Source: an optimization exercise on an open RTL-to-GDS flow (aim: small area, a short achievable clock period and few clock cycles per item). Production flows keep margins and buffers that such runs may drop. In this exercise RTL edits were held to simulation tests only and were not proved equivalent to the original. No activity file was given, so power comes from the tool's default toggle rates.

==> flow/run.sh <==
#!/bin/bash
# synth_recipe.tcl (not shown) runs the flow's synth.tcl, then flattens the netlist and writes it again
# the make line also repeats each setting of config.mk as NAME=value (left out here)
make -C /OpenROAD-flow-scripts/flow DESIGN_CONFIG=/design/flow/config.mk WORK_HOME=/design/flow/orfs CLKGATE_MAP_FILE= SYNTH_SCRIPT=/design/flow/synth_recipe.tcl finish
==> flow/config.mk <==
export PLATFORM = sky130hd
export DESIGN_NAME = bspline_basis_derivatives
export DESIGN_NICKNAME = bspline_basis_derivatives
export VERILOG_FILES = /design/flow/design.v
export SDC_FILE = /design/flow/constraint.sdc
export NUM_CORES = 4
export LEC_CHECK = 0
export CAP_MARGIN = 20
export CORE_MARGIN = 2
export CORE_UTILIZATION = 30
export SLEW_MARGIN = 20
==> flow/constraint.sdc <==
create_clock -name core_clock -period 12.0 [get_ports {clk}]
set_input_delay 2.4000 -clock core_clock [delete_from_list [all_inputs] [get_ports {clk}]]
set_output_delay 2.4000 -clock core_clock [all_outputs]
set_load 0.01 [all_outputs]
==> flow/design.v <==
package bbd_pkg;
  localparam logic signed [31:0] Q_ONE = 32'sh0001_0000;
  localparam logic signed [31:0] Q_MAX = 32'sh7FFF_FFFF;
  localparam logic signed [31:0] Q_MIN = -32'sh8000_0000;
  localparam logic [1:0] DEGREE_RST = 2'd2;
  localparam logic [1:0] DERIV_RST  = 2'd2;
  localparam logic [3:0] BASIS_RST  = 4'd5;
  function automatic logic signed [31:0] sat_add(input logic signed [31:0] a,
                                                 input logic signed [31:0] b);
    logic signed [32:0] s;
    logic signed [31:0] res;
    s = {a[31], a} + {b[31], b};
    if (s[32] != s[31]) begin
      res = s[32] ? Q_MIN : Q_MAX;
    end else begin
      res = s[31:0];
    end
    sat_add = res;
  endfunction
  function automatic logic signed [31:0] sat_sub(input logic signed [31:0] a,
                                                 input logic signed [31:0] b);
    logic signed [32:0] s;
    logic signed [31:0] res;
    s = {a[31], a} - {b[31], b};
    if (s[32] != s[31]) begin
      res = s[32] ? Q_MIN : Q_MAX;
    end else begin
      res = s[31:0];
    end
    sat_sub = res;
  endfunction
  function automatic logic [31:0] mag(input logic signed [31:0] a);
    mag = a[31] ? (32'd0 - a) : a;
  endfunction
endpackage
module bbd_ram #(
  parameter int WIDTH = 32,
  parameter int DEPTH = 16
) (
  input  logic                     clk,
  input  logic                     we,
  input  logic [$clog2(DEPTH)-1:0] waddr,
  input  logic [WIDTH-1:0]         wdata,
  output logic [WIDTH*DEPTH-1:0]   rdata
);
  logic [WIDTH-1:0] mem [DEPTH];
  always_ff @(posedge clk) begin
    if (we) begin
      mem[waddr] <= wdata;
    end
  end
  always_comb begin
    for (int w = 0; w < DEPTH; w++) begin
      rdata[w*WIDTH +: WIDTH] = mem[w];
    end
  end
endmodule
module bbd_qdiv #(
  parameter int BPC = 4
) (
  input  logic        clk,
  input  logic        rst,
  input  logic        start,
  input  logic [31:0] nmag,
  input  logic [31:0] dmag_in,
  input  logic        neg_in,
  input  logic        take,
  output logic        busy,
  output logic        q_valid,
  output logic [31:0] q_quo,
  output logic        q_neg,
  output logic        q_sat,
  output logic        q_zero
);
  localparam int NCYC = 32 / BPC;
  localparam int CW   = $clog2(NCYC + 1);
  logic [CW-1:0] cnt;
  logic [30:0]   rem;
  logic [31:0]   sh;
  logic [31:0]   dmag;
  logic          neg;
  logic          satq;
  logic [30:0]   rem_n;
  logic [31:0]   sh_n;
  logic          fin;
  always_comb begin
    logic [31:0] t;
    t     = 32'd0;
    rem_n = rem;
    sh_n  = sh;
    for (int b = 0; b < BPC; b++) begin
      t = {rem_n, sh_n[31]};
      if (t >= dmag) begin
        rem_n = 31'(t - dmag);
        sh_n  = {sh_n[30:0], 1'b1};
      end else begin
        rem_n = t[30:0];
        sh_n  = {sh_n[30:0], 1'b0};
      end
    end
  end
  assign fin = busy && (cnt == CW'(1)) && (!q_valid || take);
  always_ff @(posedge clk) begin
    if (rst) begin
      busy    <= 1'b0;
      q_valid <= 1'b0;
    end else begin
      if (take) q_valid <= 1'b0;
      if (start) begin
        busy <= 1'b1;
        cnt  <= CW'(NCYC);
        rem  <= {15'd0, nmag[31:16]};
        sh   <= {nmag[15:0], 16'd0};
        dmag <= dmag_in;
        neg  <= neg_in;
      end else if (busy) begin
        if (cnt == CW'(NCYC)) satq <= ({1'b0, rem} >= dmag);
        if (cnt != CW'(1)) begin
          rem <= rem_n;
          sh  <= sh_n;
          cnt <= cnt - 1'b1;
        end else if (fin) begin
          busy    <= 1'b0;
          q_valid <= 1'b1;
          q_quo   <= sh_n;
          q_neg   <= neg;
          q_sat   <= (cnt == CW'(NCYC)) ? ({1'b0, rem} >= dmag) : satq;
          q_zero  <= (dmag == 32'd0);
        end
      end
    end
  end
endmodule
module bspline_basis_derivatives #(
  parameter int BPC = 4,    
  parameter int MB  = 16,   
  parameter int SPC = 2     
) (
  input  logic                          clk,
  input  logic                          rst,
  input  logic                          in_valid,
  output logic                          in_stall,
  input  logic [68:0]                   in_item,
  output logic                          out_valid,
  input  logic                          out_stall,
  output logic [43:0]                   out_item,
  input  logic                          psel,
  input  logic                          penable,
  input  logic                          pwrite,
  input  logic [3:0]                    paddr,
  input  logic [31:0]                   pwdata,
  output logic [31:0]                   prdata,
  output logic                          pready
);
  localparam logic signed [31:0] ONE = bbd_pkg::Q_ONE;
  localparam logic signed [31:0] QMX = bbd_pkg::Q_MAX;
  localparam logic signed [31:0] QMN = bbd_pkg::Q_MIN;
  localparam logic [2:0] M_IDLE = 3'd0, M_GE = 3'd1, M_DEC = 3'd2, M_BIN = 3'd3, M_RUN = 3'd4;
  localparam logic [1:0] PH_ND = 2'd0, PH_DV = 2'd1, PH_DONE = 2'd2;
  localparam logic [1:0] PS_IDLE = 2'd0, PS_M1 = 2'd1, PS_M2 = 2'd2, PS_EMIT = 2'd3;
  localparam int MCYC = 32 / MB;
  localparam int MCW  = $clog2(MCYC + 1);
  logic               in_act;
  logic [3:0]         in_kidx;
  logic signed [31:0] in_kval, in_pt;
  assign in_act  = in_item[68];
  assign in_kidx = in_item[67:64];
  assign in_kval = in_item[63:32];
  assign in_pt   = in_item[31:0];
  logic [1:0] degree, max_deriv_order;
  logic [3:0] basis_count;
  logic [1:0] p_cfg, k_cfg;
  logic [3:0] n_cfg;
  assign pready = 1'b1;
  always_comb begin
    case (paddr[3:2])
      2'd0:    prdata = {30'd0, degree};
      2'd1:    prdata = {30'd0, max_deriv_order};
      2'd2:    prdata = {28'd0, basis_count};
      default: prdata = 32'd0;
    endcase
    p_cfg = degree;
    k_cfg = (max_deriv_order > p_cfg) ? p_cfg : max_deriv_order;
    n_cfg = (basis_count < {2'd0, p_cfg} + 4'd1) ? {2'd0, p_cfg} + 4'd1 : basis_count;
  end
  logic [2:0]         mst;
  logic [1:0]         pe, ke;
  logic [3:0]         ne;
  logic signed [31:0] x;
  logic [3:0]         span;
  logic [15:0]        ge;
  logic               lep;
  logic [3:0]         lo, hi, mid;
  logic [2:0]         step;
  logic               kwe;
  logic [511:0]       kflat;
  logic signed [31:0] knot [16];
  assign kwe = (mst == M_IDLE) && in_valid && !in_act;
  bbd_ram #(.WIDTH(32), .DEPTH(16)) u_knots (
    .clk(clk), .we(kwe), .waddr(in_kidx), .wdata(in_kval), .rdata(kflat)
  );
  always_comb begin
    for (int w = 0; w < 16; w++) knot[w] = kflat[w*32 +: 32];
  end
  logic       bin_done;
  logic [3:0] bin_span, lo_n, hi_n, mid_n;
  logic [2:0] step_n;
  always_comb begin
    logic hit;
    logic [3:0] l2, h2;
    hit = 1'b0;
    l2 = lo;
    h2 = hi;
    bin_done = 1'b0;
    bin_span = mid;
    lo_n = lo; hi_n = hi; mid_n = mid; step_n = step;
    for (int s = 0; s < SPC; s++) begin
      if (!bin_done) begin
        hit = ge[mid_n] && !ge[4'(mid_n + 4'd1)];
        if (hit) begin
          bin_done = 1'b1;
          bin_span = mid_n;
        end else begin
          l2 = ge[mid_n] ? mid_n : lo_n;
          h2 = ge[mid_n] ? hi_n : mid_n;
          lo_n = l2;
          hi_n = h2;
          mid_n = 4'(({1'b0, l2} + {1'b0, h2}) >> 1);
          if (step_n == 3'd7) begin
            bin_done = 1'b1;
            bin_span = mid_n;
          end
          step_n = step_n + 3'd1;
        end
      end
    end
  end
  logic signed [31:0] lft [3];
  logic signed [31:0] rgt [3];
  logic [2:0]         ld;
  logic [2:0]         pc;
  logic [2:0]         npairs;
  logic               lr1_ok, lr_all, pre_act, pre_done;
  logic               flag;
  logic [3:0]         ld_addr;
  logic signed [31:0] ld_knot;
  always_comb begin
    case (pe)
      2'd0: npairs = 3'd0;
      2'd1: npairs = 3'd1;
      2'd2: npairs = 3'd3;
      default: npairs = 3'd6;
    endcase
    lr1_ok   = (ld >= 3'd2);
    lr_all   = (ld == {pe, 1'b0});
    pre_act  = lr_all && (pc != npairs);
    pre_done = lr_all && (pc == npairs);
    if (!ld[0]) begin
      ld_addr = span - {2'd0, ld[2:1]};
    end else begin
      ld_addr = ({1'b0, span} + 5'd1 + {3'd0, ld[2:1]} > 5'd15) ? 4'd15
                : span + 4'd1 + {2'd0, ld[2:1]};
    end
    ld_knot = knot[ld_addr];
  end
  function automatic logic [1:0] clo(input logic [1:0] i, input logic [1:0] r);
    clo = (i > r) ? (i - r) : 2'd0;
  endfunction
  function automatic logic [1:0] chi(input logic [1:0] i, input logic [1:0] r,
                                     input logic [1:0] p);
    chi = (i < (p - r)) ? i : (p - r);
  endfunction
  function automatic logic [11:0] pos_next(input logic [11:0] ps, input logic [1:0] p,
                                           input logic [1:0] k);
    logic [1:0] ph, j, r, i, rr, c;
    {ph, j, r, i, rr, c} = ps;
    if (ph == PH_ND) begin
      if (r == j - 2'd1) begin
        if (j == p) begin
          if (k == 2'd0) begin
            ph = PH_DONE;
          end else begin
            ph = PH_DV; i = 2'd1; rr = 2'd0; c = 2'd1;
          end
        end else begin
          j = j + 2'd1; r = 2'd0;
        end
      end else begin
        r = r + 2'd1;
      end
    end else if (ph == PH_DV) begin
      if (c == chi(i, rr, p)) begin
        if (rr == p) begin
          if (i == k) begin
            ph = PH_DONE;
          end else begin
            i = i + 2'd1; rr = 2'd0; c = i;
          end
        end else begin
          rr = rr + 2'd1; c = clo(i, rr);
        end
      end else begin
        c = c + 2'd1;
      end
    end
    pos_next = {ph, j, r, i, rr, c};
  endfunction
  logic [11:0] ipos, ppos;
  logic [1:0]  iph, ij, ir, ii, irr, ic;
  logic [1:0]  pph, pj, pr, pi, prr, pcc;
  assign {iph, ij, ir, ii, irr, ic} = ipos;
  assign {pph, pj, pr, pi, prr, pcc} = ppos;
  logic signed [31:0] u01, u11, u02, u12, u22;
  logic signed [31:0] a0 [4];
  logic signed [31:0] a11, a12;
  function automatic logic signed [31:0] uread(input logic [1:0] row, input logic [1:0] col,
      input logic signed [31:0] v01, input logic signed [31:0] v11,
      input logic signed [31:0] v02, input logic signed [31:0] v12,
      input logic signed [31:0] v22);
    logic signed [31:0] v;
    case ({row, col})
      4'b00_01: v = v01;
      4'b01_01: v = v11;
      4'b00_10: v = v02;
      4'b01_10: v = v12;
      4'b10_10: v = v22;
      default:  v = ONE;
    endcase
    uread = v;
  endfunction
  logic        div_start, div_busy, q_valid, q_take;
  logic [31:0] q_quo;
  logic        q_neg, q_sat, q_zero;
  logic signed [31:0] div_num, div_den;
  bbd_qdiv #(.BPC(BPC)) u_div (
    .clk(clk), .rst(rst), .start(div_start),
    .nmag(bbd_pkg::mag(div_num)), .dmag_in(bbd_pkg::mag(div_den)),
    .neg_in(div_num[31] ^ div_den[31]), .take(q_take),
    .busy(div_busy), .q_valid(q_valid), .q_quo(q_quo), .q_neg(q_neg), .q_sat(q_sat),
    .q_zero(q_zero)
  );
  logic               q_sat_eff;
  logic signed [31:0] q_signed;
  logic [31:0]        q_mag;
  always_comb begin
    q_sat_eff = q_sat || (q_neg ? (q_quo > 32'h8000_0000) : q_quo[31]);
    if (q_zero) begin
      q_signed = 32'sd0;
      q_mag    = 32'd0;
    end else if (q_sat_eff) begin
      q_signed = q_neg ? QMN : QMX;
      q_mag    = q_neg ? 32'h8000_0000 : 32'h7FFF_FFFF;
    end else begin
      q_signed = q_neg ? -$signed(q_quo) : $signed(q_quo);
      q_mag    = q_quo;
    end
  end
  logic [1:0]         den_ri, den_li;
  logic signed [31:0] den_sum;
  assign den_sum = bbd_pkg::sat_add(rgt[den_ri - 2'd1], lft[den_li - 2'd1]);
  logic [2:0]         nd_done;
  logic [2:0]         need;
  logic               dep_ok;
  logic signed [31:0] ta, tb, ta_prev;
  logic [1:0]         i_clo, i_base;
  logic [3:0]         i_ri, i_li;
  always_comb begin
    case ({ij, ir})
      4'b10_00, 4'b10_01: need = 3'd1;
      4'b11_00:           need = 3'd2;
      default:            need = 3'd3;
    endcase
    if (iph == PH_ND) dep_ok = (ij == 2'd1) ? lr1_ok : (lr_all && (nd_done >= need));
    else              dep_ok = lr_all;
    i_clo  = clo(ii, irr);
    i_base = ({1'b0, ii} > {1'b0, irr} + 3'd1) ? (ii - irr - 2'd1) : 2'd0;
    if (ic == ii) begin
      ta = 32'sd0;
    end else if (ii == 2'd1) begin
      ta = (ic == 2'd0) ? ONE : 32'sd0;
    end else begin
      ta = ((ic - i_base) == 2'd0) ? a0[irr] : ((irr == 2'd1) ? a11 : a12);
    end
    if (ic == i_clo) begin
      tb = (ic == 2'd0) ? 32'sd0 : ((ii == 2'd1) ? ONE : a0[irr]);
    end else begin
      tb = ta_prev;
    end
    den_ri = 2'd0; den_li = 2'd0;
    div_num = 32'sd0;
    i_ri = {2'd0, irr} - {2'd0, ii} + {2'd0, ic} + 4'd1;
    i_li = {2'd0, pe} + 4'd1 - {2'd0, irr} - {2'd0, ic};
    div_start = 1'b0;
    if (pre_act) begin
      case (pc)
        3'd0: begin den_ri = 2'd1; den_li = 2'd1; end
        3'd1: begin den_ri = 2'd1; den_li = 2'd2; end
        3'd2: begin den_ri = 2'd2; den_li = 2'd1; end
        3'd3: begin den_ri = 2'd1; den_li = 2'd3; end
        3'd4: begin den_ri = 2'd2; den_li = 2'd2; end
        default: begin den_ri = 2'd3; den_li = 2'd1; end
      endcase
    end else if (iph == PH_ND) begin
      den_ri  = ir + 2'd1;
      den_li  = ij - ir;
      div_num = uread(ir, ij - 2'd1, u01, u11, u02, u12, u22);
    end else begin
      den_ri  = i_ri[1:0];
      den_li  = i_li[1:0];
      div_num = bbd_pkg::sat_sub(ta, tb);
    end
    div_den = den_sum;
    div_start = (mst == M_RUN) && (iph != PH_DONE) && !pre_act && !div_busy && dep_ok;
  end
  logic              m_start, m_busy;
  logic [MCW-1:0]    m_cnt;
  logic [31:0]       m_a, m_ain, m_bin;
  logic              m_sign, m_signin;
  logic [63:0]       m_p;
  logic              m_done, m_ack;
  logic [31+MB:0]    m_sum;
  logic signed [31:0] qm;
  assign m_done = m_busy && (m_cnt == '0);
  assign m_sum  = (32+MB)'(m_p[63:32]) + m_a * m_p[MB-1:0];
  always_comb begin
    if (m_p[63:47] != 17'd0) begin
      qm = m_sign ? QMN : QMX;
    end else begin
      qm = m_sign ? -$signed(m_p[47:16]) : $signed(m_p[47:16]);
    end
  end
  always_ff @(posedge clk) begin
    if (rst) begin
      m_busy <= 1'b0;
    end else if (m_start) begin
      m_busy <= 1'b1;
      m_cnt  <= MCW'(MCYC);
      m_a    <= m_ain;
      m_p    <= {32'd0, m_bin};
      m_sign <= m_signin;
    end else if (m_busy) begin
      if (m_cnt != '0) begin
        m_cnt <= m_cnt - 1'b1;
        m_p   <= {m_sum, m_p[31:MB]};
      end else if (m_ack) begin
        m_busy <= 1'b0;
      end
    end
  end
  logic [1:0]         pst;
  logic signed [31:0] saved, d;
  logic [31:0]        pq_mag;
  logic               pq_neg;
  logic               slot_free;
  logic signed [31:0] v_nd, dn;
  logic [1:0]         p_clo, p_chi, p_base;
  logic [3:0]         p_urow;
  logic signed [31:0] p_uval;
  logic signed [34:0] sc;
  logic signed [31:0] d_scaled;
  assign slot_free = !out_valid || !out_stall;
  always_comb begin
    v_nd   = bbd_pkg::sat_add(saved, qm);
    dn     = bbd_pkg::sat_add(d, qm);
    p_clo  = clo(pi, prr);
    p_chi  = chi(pi, prr, pe);
    p_base = p_clo;
    p_urow = {2'd0, prr} - {2'd0, pi} + {2'd0, pcc};
    p_uval = uread(p_urow[1:0], pe - pi, u01, u11, u02, u12, u22);
    case ({pe, pi})
      4'b10_01, 4'b10_10: sc = {{3{d[31]}}, d} <<< 1;
      4'b11_01:           sc = {{3{d[31]}}, d} + ({{3{d[31]}}, d} <<< 1);
      4'b11_10, 4'b11_11: sc = ({{3{d[31]}}, d} + ({{3{d[31]}}, d} <<< 1)) <<< 1;
      default:            sc = {{3{d[31]}}, d};
    endcase
    if (sc > 35'sd2147483647)       d_scaled = QMX;
    else if (sc < -35'sd2147483648) d_scaled = QMN;
    else                            d_scaled = sc[31:0];
  end
  logic        emit;
  logic [31:0] emit_val;
  logic [1:0]  emit_i, emit_j;
  logic        emit_last;
  always_comb begin
    q_take    = 1'b0;
    m_start   = 1'b0;
    m_ack     = 1'b0;
    m_ain     = 32'd0;
    m_bin     = pq_mag;
    m_signin  = 1'b0;
    emit      = 1'b0;
    emit_val  = v_nd;
    emit_i    = 2'd0;
    emit_j    = pr;
    emit_last = 1'b0;
    if (mst == M_RUN) begin
      case (pst)
        PS_IDLE: begin
          if (pe == 2'd0) begin
            emit      = slot_free;
            emit_val  = ONE;
            emit_j    = 2'd0;
            emit_last = 1'b1;
          end else if (pph != PH_DONE && q_valid) begin
            q_take  = 1'b1;
            m_start = 1'b1;
            m_bin   = q_mag;
            if (pph == PH_ND) begin
              m_ain    = bbd_pkg::mag(rgt[pr]);
              m_signin = rgt[pr][31] ^ q_neg;
            end else begin
              m_ain    = bbd_pkg::mag(p_uval);
              m_signin = p_uval[31] ^ q_neg;
            end
          end
        end
        PS_M1: begin
          if (m_done && pph != PH_ND) m_ack = 1'b1;
          if (m_done && pph == PH_ND) begin
            if (pj != pe || (slot_free && pre_done)) begin
              emit     = (pj == pe);
              emit_val = v_nd;
              emit_j   = pr;
              m_start  = 1'b1;
              m_ain    = bbd_pkg::mag(lft[pj - pr - 2'd1]);
              m_signin = lft[pj - pr - 2'd1][31] ^ pq_neg;
            end
          end
        end
        PS_M2: begin
          if (m_done && pj == pe && pr == pj - 2'd1) begin
            emit      = slot_free && pre_done;
            emit_val  = qm;
            emit_j    = pe;
            emit_last = (ke == 2'd0);
          end
          m_ack = m_done && (emit || !(pj == pe && pr == pj - 2'd1));
        end
        default: begin
          emit      = slot_free && pre_done;
          emit_val  = d_scaled;
          emit_i    = pi;
          emit_j    = prr;
          emit_last = (pi == ke) && (prr == pe);
        end
      endcase
    end
  end
  always_ff @(posedge clk) begin
    if (rst) begin
      mst             <= M_IDLE;
      degree          <= bbd_pkg::DEGREE_RST;
      max_deriv_order <= bbd_pkg::DERIV_RST;
      basis_count     <= bbd_pkg::BASIS_RST;
      out_valid       <= 1'b0;
      pst             <= PS_IDLE;
    end else begin
      if (psel && penable && pwrite) begin
        case (paddr[3:2])
          2'd0: degree          <= pwdata[1:0];
          2'd1: max_deriv_order <= pwdata[1:0];
          2'd2: basis_count     <= pwdata[3:0];
          default: ;
        endcase
      end
      if (emit) begin
        out_valid <= 1'b1;
        out_item  <= {emit_i, 4'(span + {2'd0, emit_j} - {2'd0, pe}), span, emit_val, flag,
                      emit_last};
      end else if (!out_stall) begin
        out_valid <= 1'b0;
      end
      case (mst)
        M_IDLE: begin
          if (in_valid && in_act) begin
            x   <= in_pt;
            pe  <= p_cfg;
            ke  <= k_cfg;
            ne  <= n_cfg;
            mst <= M_GE;
          end
        end
        M_GE: begin
          for (int w = 0; w < 16; w++) ge[w] <= (x >= knot[w]);
          lep <= (x <= knot[{2'd0, pe}]);
          mst <= M_DEC;
        end
        M_DEC: begin
          if (ge[ne]) begin
            span <= ne - 4'd1;
            mst  <= M_RUN;
          end else if (lep) begin
            span <= {2'd0, pe};
            mst  <= M_RUN;
          end else begin
            lo   <= {2'd0, pe};
            hi   <= ne;
            mid  <= 4'(({3'd0, pe} + {1'b0, ne}) >> 1);
            step <= 3'd0;
            mst  <= M_BIN;
          end
        end
        M_BIN: begin
          lo   <= lo_n;
          hi   <= hi_n;
          mid  <= mid_n;
          step <= step_n;
          if (bin_done) begin
            span <= bin_span;
            mst  <= M_RUN;
          end
        end
        default: begin
          if (emit && emit_last) mst <= M_IDLE;
        end
      endcase
      if (mst != M_RUN) begin
        ld      <= 3'd0;
        pc      <= 3'd0;
        flag    <= 1'b0;
        nd_done <= 3'd0;
        saved   <= 32'sd0;
        d       <= 32'sd0;
        ipos    <= {(pe == 2'd0) ? PH_DONE : PH_ND, 2'd1, 2'd0, 2'd0, 2'd0, 2'd0};
        ppos    <= {(pe == 2'd0) ? PH_DONE : PH_ND, 2'd1, 2'd0, 2'd0, 2'd0, 2'd0};
      end else begin
        if (!lr_all) begin
          if (!ld[0]) lft[ld[2:1]] <= bbd_pkg::sat_sub(x, ld_knot);
          else        rgt[ld[2:1]] <= bbd_pkg::sat_sub(ld_knot, x);
          ld <= ld + 3'd1;
        end
        if (pre_act) begin
          if (den_sum == 32'sd0) flag <= 1'b1;
          pc <= pc + 3'd1;
        end
        if (div_start) begin
          ipos    <= pos_next(ipos, pe, ke);
          ta_prev <= ta;
        end
      end
      if (mst == M_RUN) begin
        case (pst)
          PS_IDLE: begin
            if (q_take) begin
              pq_mag <= q_mag;
              pq_neg <= q_neg;
              pst    <= PS_M1;
              if (pph == PH_DV) begin
                if (pcc - p_base == 2'd0) a0[prr] <= q_signed;
                else if (prr == 2'd1)     a11 <= q_signed;
                else                      a12 <= q_signed;
              end
            end
          end
          PS_M1: begin
            if (m_done) begin
              if (pph == PH_ND) begin
                if (m_start) begin
                  pst <= PS_M2;
                  if (pj != pe) begin
                    case ({pr, pj})
                      4'b00_01: u01 <= v_nd;
                      4'b00_10: u02 <= v_nd;
                      default:  u12 <= v_nd;
                    endcase
                  end
                end
              end else begin
                d <= dn;
                if (pcc == p_chi) begin
                  pst <= PS_EMIT;
                end else begin
                  ppos <= pos_next(ppos, pe, ke);
                  pst  <= PS_IDLE;
                end
              end
            end
          end
          PS_M2: begin
            if (m_done && (emit || !(pj == pe && pr == pj - 2'd1))) begin
              if (pr == pj - 2'd1) begin
                saved <= 32'sd0;
                if (pj == 2'd1) u11 <= qm;
                if (pj == 2'd2 && pe != 2'd2) u22 <= qm;
              end else begin
                saved <= qm;
              end
              nd_done <= nd_done + 3'd1;
              ppos    <= pos_next(ppos, pe, ke);
              pst     <= PS_IDLE;
            end
          end
          default: begin
            if (emit) begin
              d    <= 32'sd0;
              ppos <= pos_next(ppos, pe, ke);
              pst  <= PS_IDLE;
            end
          end
        endcase
      end
    end
  end
  assign in_stall = (mst != M_IDLE);
endmodule
==> reports/metrics.cfg <==
[synth]
synth_flop_cell=edfxtp_1
synth_largest_area_cell=edfxtp_1
netlist_area_um2=126000
syn_area_per_cell_um2=9.79
synth_area_leaders=edfxtp_1 37%, ha_1 11%, fa_1 7.5%
yosys_warnings=4
synth_top_cells_by_count=1574 x edfxtp_1, 1329 x inv_1, 1153 x ha_1
yosysTopAreaCellShare_pct=37.4
synthArstFlopShare_pct=0
synth_edf_count=1574
synthDistinctLibCells=101
yosysMostFrequentCell=edfxtp_1
synth_cells=12900
ys_seq_area_share_pct=37.7
ys_ff_latch=1595

[global_route]
grt.total_usage_pct=21.1
grt_pass1_vias=101000
antenna_found_initial=34
grt_max_degree=70
grt_pass1_wl_mm=676
overflow=0

[critical_path]
cp.required_ns=12.53
start_kind=flop
r2r-end=u_div.rem[3]
reg2reg_slack_ns=0.52
crit_top_cell=buf_4
startpoint=u_div.sh[31]
crit_type=reg2reg
critPathMaxFanout=30
worstPathArrival_ns=12.01
slowest_delay_ns=0.46
reg2reg_from=u_div.sh[31]
crit_slowest_cell=fa_1
cp-end-kind=flop
rr_worst_depth=59

[floorplanning]
die_h_um=653
core_um2=420000
start_util_pct=30.1
io_pins=191
rows=238
die_area_um2=427000
die_w_um=653

[timing]
fmaxAchievable_ghz=0.0871
post-route-period-util_pct=95.6
setup_viol=0
tightest_slew_ns=1.27
period_minus_slack_ns=11.48
slew_headroom_pct=14.5
drv_slew=0
hold_viol=0
finalClockSkew_ns=0.109

[detailed_routing]
drc=0
vias_per_cell=5.50
ant_nets=0
wl_mm=466
drtIter0Drc=11800
dr.pass1.iters=7
vias=105000
routedWlPerCell_um=24.4

[layout]
stdcell_count=19100
drive_gt1_share_pct=10.2
fillCellCount=42500
utilization_pct=34.6
layout.nets=15100
area_growth_syn_to_layout_pct=14.8

[cts]
cts_made_buffers=186
cts_tree=yes
numClockSinks=1595
hold_buffers=0
clock-root-buffer=clkbuf_16
cts.path.max_buffers=4
clk_pin_slew_worst_paths_ns=0.07
htreeDepth=4
clkLatencyLatePin_ns=0.90

[pwr]
vdd_drop_max_uv=737
p_per_area_nw_per_um2=203
p_total_mw=29.4
leakage_nw=59.8

[flow_run]
max-cap-violations=0

[place]
io_buffers=131
hpwlAfterDp_mm=351
dp.cells=18700
globalplace.congestion=0.991

[outcome]
status=no timing/DRC/antenna violations

[worst_hold_path]
min_path_type=reg2reg
min-delay-start=u_div.sh[14]
hold_path_end=u_div.q_quo[18]
hold_depth=0

## through the flow
step | setup slack (ns) | area (um2) | setup TNS, ns | hold slack [ns]
2_1_floorplan | 0.436 | 127000 | 0 | 0.400
3_3_place_gp | -1.28 | 138000 | -34.47 | 0.402
3_5_place_dp | -1.14 | 138000 | -30.38 | 0.422
4_1_cts | 0.00135 | 145000 | 0 | 0.374
5_1_grt | -0.0639 | 145000 | -0.405 | 0.399
6_report | 0.524 | 145000 | 0 | 0.381
## cells by family (layout without fill, tap and decap cells)
kind of cell             Yosys count  in the layout  synth area share [%]
AO/OA/AOI/OAI                   3341           3341                  16.9
multiplexers                     389            389                  3.71
flip-flops                      1595           1595                  37.7
XOR/XNOR                         533            533                  3.70
adder cells (fa/ha/maj)         1640           1640                  19.0
buffers and inverters           1930           2523                  5.84
AND/OR/NAND/NOR                 3487           3487                  13.1
other                              2             43               0.00594
## registers in the layout (all words and copies together) (netlist names), 44 cells and up, named ones only
register and flops:
lft 96, u_knots.mem 512, rgt 96, out_item 44, m_p 64, a0 128
## critical path, delay by kind of cell (launching register included)
kind                       cells  cell delay, ns
adders and majority gates      5            1.85
AOI/OAI and AO/OA             27            4.69
and+or+nand+nor               13            1.79
buffers and inverters         13            1.91
muxes                          1            0.42
DFF                            1            0.42
## cell usage in the layout (no fill, tap or decap), types with 130 or more instances in the layout
master,count
o21ai_0,664
a21o_1,300
nor3_1,153
buf_4,711
inv_1,1329
nand4_1,185
edfxtp_1,1574
mux2i_1,238
clkdlybuf4s50_1,130
clkbuf_16,191
nor2b_1,191
a21oi_1,989
xor2_1,204
a22oi_1,244
fa_1,473
nand2b_1,196
nand2_1,1083
and2_1,190
ha_1,1142
nor2_1,858
xnor2_1,325
nand3_1,222
## power by group
group	switching, mW	total, mW	internal [mW]
logic	10.5	16.2	5.65
clock network	2.50	6.07	3.57
registers	0.127	7.15	7.02
total	13.2	29.4	16.2
## per-layer routing
metal | share of wire [%] | GRT usage (%) | up-vias
met5 | 0.045 | 0 | -
met4 | 5.7 | 10.5 | 32
met3 | 8.8 | 3.98 | 1010
met2 | 45 | 33.9 | 4595
met1 | 40 | 27.2 | 51700
li1 | - | - | 47500
## worst max-delay path by stage
stage | cells after the start | slack [ns] | endpoint
6_report | 59 | 0.52 | u_div.rem[3]
5_1_grt | 59 | -0.06 | u_div.rem[27]
4_1_cts | 57 | 0.001 | u_div.rem[26]
3_5_place_dp | 59 | -1.14 | u_div.rem[27]
3_3_place_gp | 59 | -1.28 | u_div.rem[27]
2_1_floorplan | 55 | 0.44 | u_div.rem[29]
## what timing repair did
| action | 4_1_cts | 5_1_grt |
|---|---|---|
| setup buffers | 6 | 7 |
| gates cloned | 1 | 1 |
| resized for setup | 36 | 40 |
| setup endpoints to repair | 33 | 34 |
| pin swaps | 7 | 13 |
## layout make-up
cell class | count | area [um2] | area share (%)
clock buffer | 207 | 4840 | 3.33
tap | 5520 | 6910 | 4.76
timing repair buffer | 857 | 6890 | 4.74
multi-input combinational | 9419 | 72300 | 49.8
clock inverter | 123 | 1490 | 1.03
inverter | 1336 | 5020 | 3.46
antenna | 14 | 35.0 | 0.0241
sequential | 1595 | 47700 | 32.9
Testbench counts, summed over its fixed seeds: cycles 38,337, evals 240.

static timing again, ports no longer ideal:
The results above use ideal ports. As a check the final layout listed here was re-extracted and re-timed, cells and wires unchanged. Step 1 assumes that a clkbuf_16 drives the clock port and a buf_2 every other input. Step 2 moves the port delays by t, midway between the first and last clock arrival at a register: inputs arrive t later, outputs are due t later. That takes back most of the time a late clock gives input paths. Slacks: no drivers / after step 1 / after step 2; pairs: no drivers / after step 1.
t, ns: 0.957
setup WS [ns]: 0.524 / 0.524 / 0.524
worst hold slack (ns): 0.381 / 0.381 / 0.381
clock arrival spread, ns: 0.125 / 0.126
After both steps this run still meets setup and hold. The setup slack of this run moves by 0.000 ns with the drivers and by 0.000 ns with both steps.
